This design comes from an exercise in tuning for small area and a short achievable clock period on the open sky130 flow, not from production work. Where RTL was checked, it was by simulation tests only, not by an equivalence proof against the original. Power figures rest on the tool's default switching activity, not on a simulated workload.

// router_nport
module router_nport #(
    parameter int NPORT  = 8,
    parameter int ADDR_W = $clog2(NPORT)
) (
    input  logic             clk,
    input  logic             reset_n,
    input  logic [NPORT-1:0] din,
    input  logic [NPORT-1:0] frame_n,
    input  logic [NPORT-1:0] valid_n,
    output logic [NPORT-1:0] busy_n,
    output logic [NPORT-1:0] dout,
    output logic [NPORT-1:0] valido_n,
    output logic [NPORT-1:0] frameo_n
);
    localparam int N = 8;
    localparam int W = 3;
    logic [1:0]   r_phn   [N];    
    logic [N-1:0] r_arb;
    logic [W-1:0] r_addr  [N];
    logic [N-1:0] r_ov;
    logic [W-1:0] r_ptr   [N];
    logic [N-1:0] r_dout, r_valido, r_frameo;
    logic [N-1:0] w_arb;
    logic [N-1:0] w_req   [N];    
    logic [N-1:0] w_st    [N];    
    logic [N-1:0] w_gnt   [N];    
    logic [N-1:0] w_granted;
    logic [W-1:0] w_pnext [N];
    logic [N-1:0] w_any;
    logic [N-1:0] w_dsel, w_vsel, w_fsel;
    assign w_arb = r_arb;
    always_comb begin
        for (int d = 0; d < N; d++)
            for (int i = 0; i < N; i++) begin
                w_req[d][i] = w_arb[i] && (r_addr[i] == d);
                w_st[d][i]  = (r_ptr[d] == i);
            end
    end
    function automatic logic [N-1:0] prefixOr(input logic [N-1:0] x);
        logic [N-1:0] p1, p2, p4;
        p1 = x  | {x[N-2:0], 1'b0};
        p2 = p1 | {p1[N-3:0], 2'b0};
        p4 = p2 | {p2[N-5:0], 4'b0};
        prefixOr = {p4[N-2:0], 1'b0};
    endfunction
    always_comb begin
        w_granted = '0;
        for (int d = 0; d < N; d++) begin
            logic [N-1:0] above, hi, x;
            above = prefixOr(w_st[d]) | w_st[d];    
            hi    = w_req[d] & above;
            x     = (hi != '0) ? hi : w_req[d];
            w_gnt[d] = x & ~prefixOr(x) & {N{!r_ov[d]}};
            w_any[d] = (w_req[d] != '0);
            w_pnext[d] = '0;    
            for (int i = 0; i < N; i++)
                if (w_gnt[d][i]) w_pnext[d] = w_pnext[d] | W'((i + 1) % N);
            w_granted = w_granted | w_gnt[d];
        end
    end
  ...
export LEC_CHECK = 0
export ABC_AREA = 1
export CAP_MARGIN = 20
export CORE_MARGIN = 2
export CORE_UTILIZATION = 30
export PLACE_DENSITY = 0.45
export SLEW_MARGIN = 20
create_clock -name core_clock -period 10.0 [get_ports {clk}]
standard.sh (not shown) runs the stock make flow with config.mk's settings and CLKGATE_MAP_FILE= SYNTH_SCRIPT=/design/flow/synth_recipe.tcl, a recipe that flattens the netlist after the stock synthesis.
==> flow/flow/run.sh <==
#!/bin/bash
# Own layout flow:
#  1. the standard synthesis (standard.sh synth);
#  2. the gates between the flip-flops re-mapped with an area-oriented ABC
#     script (flow/resynth.sh, flow/abc.script); flip-flops untouched;
#  3. the standard layout from that netlist, with small port buffers and
#     repair_timing aiming for a larger setup margin (the SDC is unchanged).
set -euo pipefail
work=$(pwd)
res=$work/orfs/results/sky130hd/router_nport/base
logs=$work/orfs/logs/sky130hd/router_nport/base
obj=$work/orfs/objects/sky130hd/router_nport/base
bash standard.sh synth > synth.log 2>&1
bash flow/resynth.sh "$res" "$logs" "$obj" "$work/flow/abc.script" > resynth_run.log 2>&1
mv "$res/1_2_yosys_new.v" "$res/1_2_yosys.v"
rm -f "$res/1_synth.odb" "$res/1_synth.sdc"
export BUFFER_PORTS_ARGS="-buffer_cell sky130_fd_sc_hd__buf_2"
export SETUP_SLACK_MARGIN=7.1
bash standard.sh finish > layout.log 2>&1
==> flow/flow/abc.script <==
&get -n
&st
&dch
&nf -R 1000
&put
buffer -c
topo
upsize -c
dnsize -c
==> flow/flow/resynth.sh <==
#!/bin/bash
# Re-map the combinational logic of the standard synthesis netlist with a
# different ABC script. Flip-flops are kept as they are (same instances,
# names and cell types); only the gates between them are rebuilt.
# usage: resynth.sh RESULTS_DIR LOG_DIR OBJECTS_DIR ABC_SCRIPT
set -euo pipefail
res=$1; logs=$2; obj=$3; scr=$4
lib=$FLOW_HOME/platforms/sky130hd/lib/sky130_fd_sc_hd__tt_025C_1v80.lib
yosys_bin=$(command -v yosys || echo "$FLOW_HOME/../tools/install/yosys/bin/yosys")

# every -dont_use argument of the standard synthesis' abc call
dont_use=$(grep -m1 '^abc ' "$logs/1_2_yosys.log" | grep -o -- '-dont_use [^ ]*' | tr '\n' ' ')
cp "$res/1_2_yosys.v" "$res/1_2_yosys_std.v"
cat > resynth.ys <<Y
read_liberty -overwrite -ignore_miss_func -setattr liberty_cell $lib
read_verilog $res/1_2_yosys_std.v
hierarchy -top $FLOW_TOP
setattr -mod -set keep_hierarchy 1 sky130_fd_sc_hd__df*
setattr -mod -set keep_hierarchy 1 sky130_fd_sc_hd__edf*
setattr -mod -set keep_hierarchy 1 sky130_fd_sc_hd__conb*
flatten
opt_clean
techmap
opt -fast
abc -script $scr -liberty $lib $dont_use -constr $obj/abc.constr
opt_clean -purge
hilomap -singleton -hicell sky130_fd_sc_hd__conb_1 HI -locell sky130_fd_sc_hd__conb_1 LO
splitnets
opt_clean -purge
stat -liberty $lib
select $FLOW_TOP
write_verilog -noattr -noexpr -nohex -nodec -selected $res/1_2_yosys_new.v
Y
"$yosys_bin" -l resynth.log resynth.ys > /dev/null
Change:
==> flow/flow/run.sh (replaced) <==
#!/bin/bash
# Own layout flow: the standard synthesis and layout, with small port
# buffers and repair_timing aiming for a larger setup margin (the SDC is
# unchanged).
set -euo pipefail
bash standard.sh synth > synth.log 2>&1
export BUFFER_PORTS_ARGS="-buffer_cell sky130_fd_sc_hd__buf_2"
export SETUP_SLACK_MARGIN=7.1
bash standard.sh finish > layout.log 2>&1
removed: flow/flow/abc.script
removed: flow/flow/resynth.sh
After rerunning:
- The changed run went through all stages and came out clean
- total power decreases by 4.8%
- cell count climbs by 26%
- utilization goes down by 3.5 points
- cell area came out higher by 0.44%
- sequential power went down by about 10%
- synthesized cell count rose by 34%
No run of this note included a check of the RTL's function; only the layout flow was run.


router_nport, a different RTL version from the one above (not shown whole).
Size: ~58 I/O pins, about 0.0079 mm2 of cells after synthesis.
==> flow/config.mk <==
export PLATFORM = sky130hd
export DESIGN_NAME = router_nport
export DESIGN_NICKNAME = router_nport
export VERILOG_FILES = /design/flow/design.v
export SDC_FILE = /design/flow/constraint.sdc
export NUM_CORES = 4
export LEC_CHECK = 0
export ABC_AREA = 1
export CAP_MARGIN = 20
export CORE_MARGIN = 2
export CORE_UTILIZATION = 50
export PLACE_DENSITY = 0.6
export SLEW_MARGIN = 20
==> flow/constraint.sdc <==
create_clock -name core_clock -period 10.0 [get_ports {clk}]
set_input_delay 2.0000 -clock core_clock [delete_from_list [all_inputs] [get_ports {clk}]]
set_output_delay 2.0000 -clock core_clock [all_outputs]
set_load 0.01 [all_outputs]
==> flow/flow/run.sh <==
#!/bin/bash
# Own layout flow: the standard synthesis and layout, with the port
# buffers made from buf_2 cells instead of the default delay buffers and
# repair_timing aiming for a larger setup margin (the SDC is unchanged).
set -euo pipefail
bash standard.sh synth > synth.log 2>&1
export BUFFER_PORTS_ARGS="-buffer_cell sky130_fd_sc_hd__buf_2"
export SETUP_SLACK_MARGIN=7
bash standard.sh finish > layout.log 2>&1
The first run completed without violations.
==> next run, changes <==
==> flow/run.sh (new file) <==
#!/bin/bash
# synth_recipe.tcl (not shown) runs the flow's synth.tcl, then flattens the netlist and writes it again
# the make line also repeats each setting of config.mk as NAME=value (left out here)
make -C /OpenROAD-flow-scripts/flow DESIGN_CONFIG=/design/flow/config.mk WORK_HOME=/design/flow/orfs CLKGATE_MAP_FILE= SYNTH_SCRIPT=/design/flow/synth_recipe.tcl finish
CORE_UTILIZATION = 30   (was 50)
PLACE_DENSITY = 0.4   (was 0.6)
removed: flow/flow/run.sh
removed: flow/standard.sh
Result: Power drops by 1.9%; sequential share of layout area climbs by 1.0 points; clock power climbs by about 9%; sequential cell count does not change; utilization drops by 25 points; worst setup slack is worse by 0.61 ns; area after synthesis stays the same; die area climbs by about 64%.
==> next run, changes <==
ABC_AREA = default   (was 1)
=> The new run finished clean. First-iteration DRC count increases by 8.4%. Hold slack improved by 0.040 ns. Wire length came out higher by about 9%. Non-clock buffer count rose by 12. Synthesized cell count came out lower by 12%. Power rose by 17%. Via count grows by about 8%. Die area rose by 14%. Setup slack degrades by 0.26 ns. Combinational power climbs by about 3%. Clock power goes up by about 3%.

==> separate check: timing with driven ports <==
No port has a modelled driver above. Below, the same layouts with a new extraction and two added sets of constraints.
Step 1 assumes that a clkbuf_16 drives the clock port and a buf_2 every other input.
Step 2 moves the port delays by t, midway between the first and last clock arrival at a register: inputs arrive t later, outputs are due t later. That takes back most of the time a late clock gives input paths.
Slacks: ideal ports / drivers / drivers and shift; pairs: ideal ports / drivers.
| run | t, ns | setup WS [ns] | worst setup path at the end | cell pins on the clock port's net |
|---|---|---|---|---|
| the first run of note 1 | 0.415 | 6.926 / 6.878 / 6.704 | input to register | 1 |
| the second run of note 1 | 0.416 | 7.026 / 6.978 / 6.691 | input to register | 1 |
| the first run of note 2 | 0.414 | 6.917 / 6.871 / 6.639 | input to register | 1 |
| the second run of note 2 | 0.414 | 6.307 / 6.317 / 5.917 | input to register | 1 |
| the third run of note 2 | 0.425 | 6.051 / 6.001 / 5.784 | input to register | 1 |
After both steps every run listed still meets setup and hold. For the second run of note 2, which loses most, drivers alone change the setup slack by +0.010 ns; drivers and shift together by -0.390 ns.
